This design comes from an exercise in tuning for small area on the open sky130 flow, not from production work.
In this exercise RTL edits were held to simulation tests only and were not proved equivalent to the original.

== v6 ==
==> flow/design.v <==
`timescale 1ns/1ps
`default_nettype none
module vis_accumulator (
  input  logic        vis_clock,
  input  logic        vis_reset,
  input  logic        rst_d,       
  input  logic        frame_end,   
  input  logic        sig_valid_i,
  input  logic [3:0]  sig_idata_i,
  input  logic [3:0]  sig_qdata_i,
  input  logic [5:0]  pend,        
  input  logic [5:0]  sel,         
  output logic [11:0] word_o       
);
  localparam logic [11:0] BASE_A = {2'd2, 2'd1, 2'd1, 2'd0, 2'd0, 2'd0};
  localparam logic [11:0] BASE_B = {2'd3, 2'd3, 2'd2, 2'd3, 2'd2, 2'd1};
  logic [5:0] inc_f;
  logic [5:0] inc_g;
  logic [5:0] cnt_f [6];
  logic [5:0] cnt_g [6];
  logic [3:0] x;
  assign x = sig_idata_i ^ sig_qdata_i;
  always_comb begin
    for (int k = 0; k < 6; k++) begin
      logic ai, aq, bi, bq, bw;
      ai = sig_idata_i[BASE_A[2*k +: 2]];
      aq = sig_qdata_i[BASE_A[2*k +: 2]];
      bi = sig_idata_i[BASE_B[2*k +: 2]];
      bq = sig_qdata_i[BASE_B[2*k +: 2]];
      bw = !x[BASE_A[2*k +: 2]] && x[BASE_B[2*k +: 2]];   
      inc_f[k] = sig_valid_i && !(aq ^ bq ^ bw);
      inc_g[k] = sig_valid_i && (ai ^ bi ^ bw);
    end
  end
  genvar gk;
  generate
    for (gk = 0; gk < 6; gk++) begin : g_base
      localparam int PW = (gk == 5) ? 4 : 3;
      logic [PW-1:0] pnd_f;
      logic [PW-1:0] pnd_g;
      logic          take;
      logic          hold;
      assign take = sel[gk] || rst_d;
      assign hold = pend[gk] && !sel[gk];
      always_ff @(posedge vis_clock) begin
        cnt_f[gk] <= (take ? 6'(pnd_f) : cnt_f[gk]) + 6'(inc_f[gk] && !hold);
        cnt_g[gk] <= (take ? 6'(pnd_g) : cnt_g[gk]) + 6'(inc_g[gk] && !hold);
        if (vis_reset || frame_end) begin
          pnd_f <= '0;
          pnd_g <= '0;
        end else begin
          pnd_f <= pnd_f + PW'(inc_f[gk] && pend[gk]);
          pnd_g <= pnd_g + PW'(inc_g[gk] && pend[gk]);
        end
      end
    end
  endgenerate
  always_comb begin
    word_o = '0;
    for (int k = 0; k < 6; k++) begin
      word_o = word_o | ({cnt_f[k], cnt_g[k]} & {12{sel[k]}});
    end
  end
endmodule
`default_nettype wire
`timescale 1ns/1ps
`default_nettype none
module vis_fifo (
  input  logic        vis_clock,
  input  logic        vis_reset,
  input  logic        wr_i,
  input  logic [12:0] word_i,
  input  logic        ready_i,
  output logic        valid_o,
  output logic [12:0] word_o,     
  output logic        overflow_o
);
  logic [12:0] sh [9];
  logic [3:0]  count;
  logic        full;
  logic        push;
  logic        pop;
  assign full    = count[3];   
  assign valid_o = (count != 4'd0);
  assign push    = wr_i && !full;
  assign pop     = valid_o && ready_i;
  assign word_o  = sh[count];
  always_ff @(posedge vis_clock) begin
    if (push) begin
      sh[0] <= word_i;
      for (int i = 1; i < 9; i++) sh[i] <= sh[i-1];
    end
  end
  always_ff @(posedge vis_clock) begin
    if (vis_reset) begin
      count      <= '0;
      overflow_o <= 1'b0;
    end else begin
      count <= count + 4'(push) - 4'(pop);
      if (wr_i && full) overflow_o <= 1'b1;
    end
  end
endmodule
`default_nettype wire
`timescale 1ns/1ps
`default_nettype none
module byte_serializer (
  input  logic        vis_clock,
  input  logic        vis_reset,
  input  logic        valid_i,
  input  logic [12:0] word_i,
  input  logic        m_tready_i,
  output logic        ready_o,
  output logic        m_tvalid_o,
  output logic [7:0]  m_tdata_o,
  output logic        m_tlast_o
);
  logic        busy;
  logic [2:0]  idx;
  logic [11:0] sw;
  logic        slast;
  logic [6:0]  dv;
  assign ready_o = !busy;
  always_ff @(posedge vis_clock) begin
    if (vis_reset) begin
      busy <= 1'b0;
      idx  <= '0;
    end else if (valid_i && !busy) begin
      busy <= 1'b1;
      idx  <= '0;
    end else if (busy && m_tready_i) begin
      idx <= idx + 1'b1;
      if (idx == 3'd7) busy <= 1'b0;
    end
  end
  assign {sw, slast} = word_i;
  logic [6:0] sum;
  assign sum = {1'b0, sw[11:6]} + ({1'b0, sw[5:0]} ^ {7{idx[2]}}) + 7'(idx[2]);
  assign dv  = idx[2] ? sum : {sum[6:5] - 2'd1, sum[4:0]};
  assign m_tvalid_o = busy;
  assign m_tdata_o  = (idx[1:0] == 2'd0) ? {dv, 1'b0} : {8{dv[6]}};
  assign m_tlast_o  = busy && slast && (idx == 3'd7);
endmodule
`default_nettype wire
`timescale 1ns/1ps
`default_nettype none
module toy_correlator (
  input  logic       vis_clock,
  input  logic       vis_reset,
  input  logic       sig_valid_i,
  input  logic [3:0] sig_idata_i,
  input  logic [3:0] sig_qdata_i,
  input  logic       m_tready_i,
  output logic       vis_start_o,
  output logic       vis_frame_o,
  output logic       m_tvalid_o,
  output logic [7:0] m_tdata_o,
  output logic       m_tlast_o,
  output logic       vis_overflow_o
);
  logic [2:0] wcnt;      
  logic [1:0] blk;       
  logic       rst_d;     
  logic       block_done;
  logic       frame_end;
  assign block_done = sig_valid_i && (wcnt == 3'd7);
  assign frame_end  = block_done && (blk == 2'd3) && !vis_reset;
  always_ff @(posedge vis_clock) begin
    rst_d <= vis_reset;
    if (vis_reset) begin
      wcnt        <= '0;
      blk         <= '0;
      vis_start_o <= 1'b0;
      vis_frame_o <= 1'b0;
    end else begin
      if (sig_valid_i) wcnt <= wcnt + 1'b1;
      if (block_done) blk <= blk + 1'b1;
      vis_start_o <= block_done && !vis_frame_o;
      if (block_done) vis_frame_o <= 1'b1;
    end
  end
  logic [6:0] pend;
  logic [2:0] ph;
  logic       strobe;
  logic [5:0] sel;
  logic       wr;
  assign strobe = pend[6] && (ph == 3'd1);
  assign wr     = strobe && !pend[0];
  always_comb begin
    for (int k = 0; k < 6; k++) sel[k] = strobe && pend[k+1] && !pend[k];
  end
  always_ff @(posedge vis_clock) begin
    ph <= frame_end ? 3'd0 : ph + 1'b1;
    if (vis_reset) begin
      pend <= '0;
    end else if (frame_end) begin
      pend <= '1;
    end else if (strobe) begin
      pend <= {pend[5:0], 1'b0};
    end
  end
  logic [11:0] acc_word;
  logic        q_valid;
  logic        q_ready;
  logic [12:0] q_word;
  vis_accumulator u_accum (
    .vis_clock   (vis_clock),
    .vis_reset   (vis_reset),
    .rst_d       (rst_d),
    .frame_end   (frame_end),
    .sig_valid_i (sig_valid_i),
    .sig_idata_i (sig_idata_i),
    .sig_qdata_i (sig_qdata_i),
    .pend        (pend[6:1]),
    .sel         (sel),
    .word_o      (acc_word)
  );
  vis_fifo u_fifo (
    .vis_clock  (vis_clock),
    .vis_reset  (vis_reset),
    .wr_i       (wr),
    .word_i     ({acc_word, sel[5]}),
    .ready_i    (q_ready),
    .valid_o    (q_valid),
    .word_o     (q_word),
    .overflow_o (vis_overflow_o)
  );
  byte_serializer u_serializer (
    .vis_clock  (vis_clock),
    .vis_reset  (vis_reset),
    .valid_i    (q_valid),
    .word_i     (q_word),
    .m_tready_i (m_tready_i),
    .ready_o    (q_ready),
    .m_tvalid_o (m_tvalid_o),
    .m_tdata_o  (m_tdata_o),
    .m_tlast_o  (m_tlast_o)
  );
endmodule
`default_nettype wire
==> flow/config.mk <==
export PLATFORM = sky130hd
export DESIGN_NAME = toy_correlator
export DESIGN_NICKNAME = toy_correlator
export VERILOG_FILES = /design/flow/design.v
export SDC_FILE = /design/flow/constraint.sdc
export NUM_CORES = 4
export LEC_CHECK = 0
export ABC_AREA = 1
export CAP_MARGIN = 20
export CORE_MARGIN = 2
export CORE_UTILIZATION = 70
export SLEW_MARGIN = 20
==> flow/constraint.sdc <==
create_clock -name core_clock -period 6.0 [get_ports {vis_clock}]
set_input_delay 1.2000 -clock core_clock [delete_from_list [all_inputs] [get_ports {vis_clock}]]
set_output_delay 1.2000 -clock core_clock [all_outputs]
set_load 0.01 [all_outputs]
standard.sh (not shown) runs the stock make flow with config.mk's settings and CLKGATE_MAP_FILE= SYNTH_SCRIPT=/design/flow/synth_recipe.tcl, a recipe that flattens the netlist after the stock synthesis.
==> flow/flow/run.sh <==
#!/bin/bash
# Standard layout, with the smallest buffer on each port and a leaner clock tree
set -euo pipefail
export BUFFER_PORTS_ARGS="-buffer_cell sky130_fd_sc_hd__buf_1"
export CTS_ARGS="-sink_clustering_enable -repair_clock_nets -sink_clustering_size 16 -sink_clustering_max_diameter 60 -buf_list sky130_fd_sc_hd__clkbuf_8 -dont_use_dummy_load"
bash standard.sh > standard.log 2>&1
Setup changes, v6 to v7
--- a/flow/design.v
+++ b/flow/design.v
@@ -72,26 +72,26 @@
   input  logic [12:0] word_i,
   input  logic        ready_i,
   output logic        valid_o,
   output logic [12:0] word_o,     
   output logic        overflow_o
 );
-  logic [12:0] sh [9];
+  logic [12:0] sh [8];
   logic [3:0]  count;
   logic        full;
   logic        push;
   logic        pop;
   assign full    = count[3];   
   assign valid_o = (count != 4'd0);
   assign push    = wr_i && !full;
   assign pop     = valid_o && ready_i;
-  assign word_o  = sh[count];
+  assign word_o  = sh[3'(count - 1'b1)];
   always_ff @(posedge vis_clock) begin
     if (push) begin
       sh[0] <= word_i;
-      for (int i = 1; i < 9; i++) sh[i] <= sh[i-1];
+      for (int i = 1; i < 8; i++) sh[i] <= sh[i-1];
     end
   end
   always_ff @(posedge vis_clock) begin
     if (vis_reset) begin
       count      <= '0;
       overflow_o <= 1'b0;
@@ -130,13 +130,15 @@
       idx  <= '0;
     end else if (busy && m_tready_i) begin
       idx <= idx + 1'b1;
       if (idx == 3'd7) busy <= 1'b0;
     end
   end
-  assign {sw, slast} = word_i;
+  always_ff @(posedge vis_clock) begin
+    if (valid_i && !busy) {sw, slast} <= word_i;
+  end
   logic [6:0] sum;
   assign sum = {1'b0, sw[11:6]} + ({1'b0, sw[5:0]} ^ {7{idx[2]}}) + 7'(idx[2]);
   assign dv  = idx[2] ? sum : {sum[6:5] - 2'd1, sum[4:0]};
   assign m_tvalid_o = busy;
   assign m_tdata_o  = (idx[1:0] == 2'd0) ? {dv, 1'b0} : {8{dv[6]}};
   assign m_tlast_o  = busy && slast && (idx == 3'd7);
### Flow results
v7: PASS, flow complete, no timing, DRC or antenna violations. In the reports for v6 and v7, the smaller die area belongs to v6. Of v6 and v7, the higher share of synthesized cell area in full adder, half adder and majority cells belongs to v6. Area growth from synthesis to layout in v7 vs v6: down 0.80 points. NOTE per-cell via count in the routed design v6->v7 decreased by a few percent. Wire length, v6 and v7, lower one = v6. STATUS area of the mapped netlist: v7 loses against v6.

-- port drivers added, routing unchanged --
Ports are ideal in the flow. The routed layouts listed here were re-timed in OpenROAD. Step 1 sets driving cells, clkbuf_16 on the clock port and buf_2 on the other inputs (assumed; they add their load-dependent delay and slew). Step 2 moves the port delays by t, midway between the first and last clock arrival at a register: inputs arrive t later, outputs are due t later. That takes back most of the time a late clock gives input paths. Three values: no drivers, after step 1, after step 2; two values: the first two.
run | t, ns | setup slack, ns | hold slack, ns | slew at the worst register clock pin (ns) | worst data-port slew with drivers (ns)
v6 | 0.563 | 0.347 / 0.302 / 0.865 | 0.460 / 0.460 / 0.460 | 0.11 / 0.11 | 0.03
v7 | 0.558 | 2.033 / 1.988 / 2.546 | 0.442 / 0.442 / 0.442 | 0.11 / 0.11 | 0.03
After both steps setup and hold are still met in every run listed.
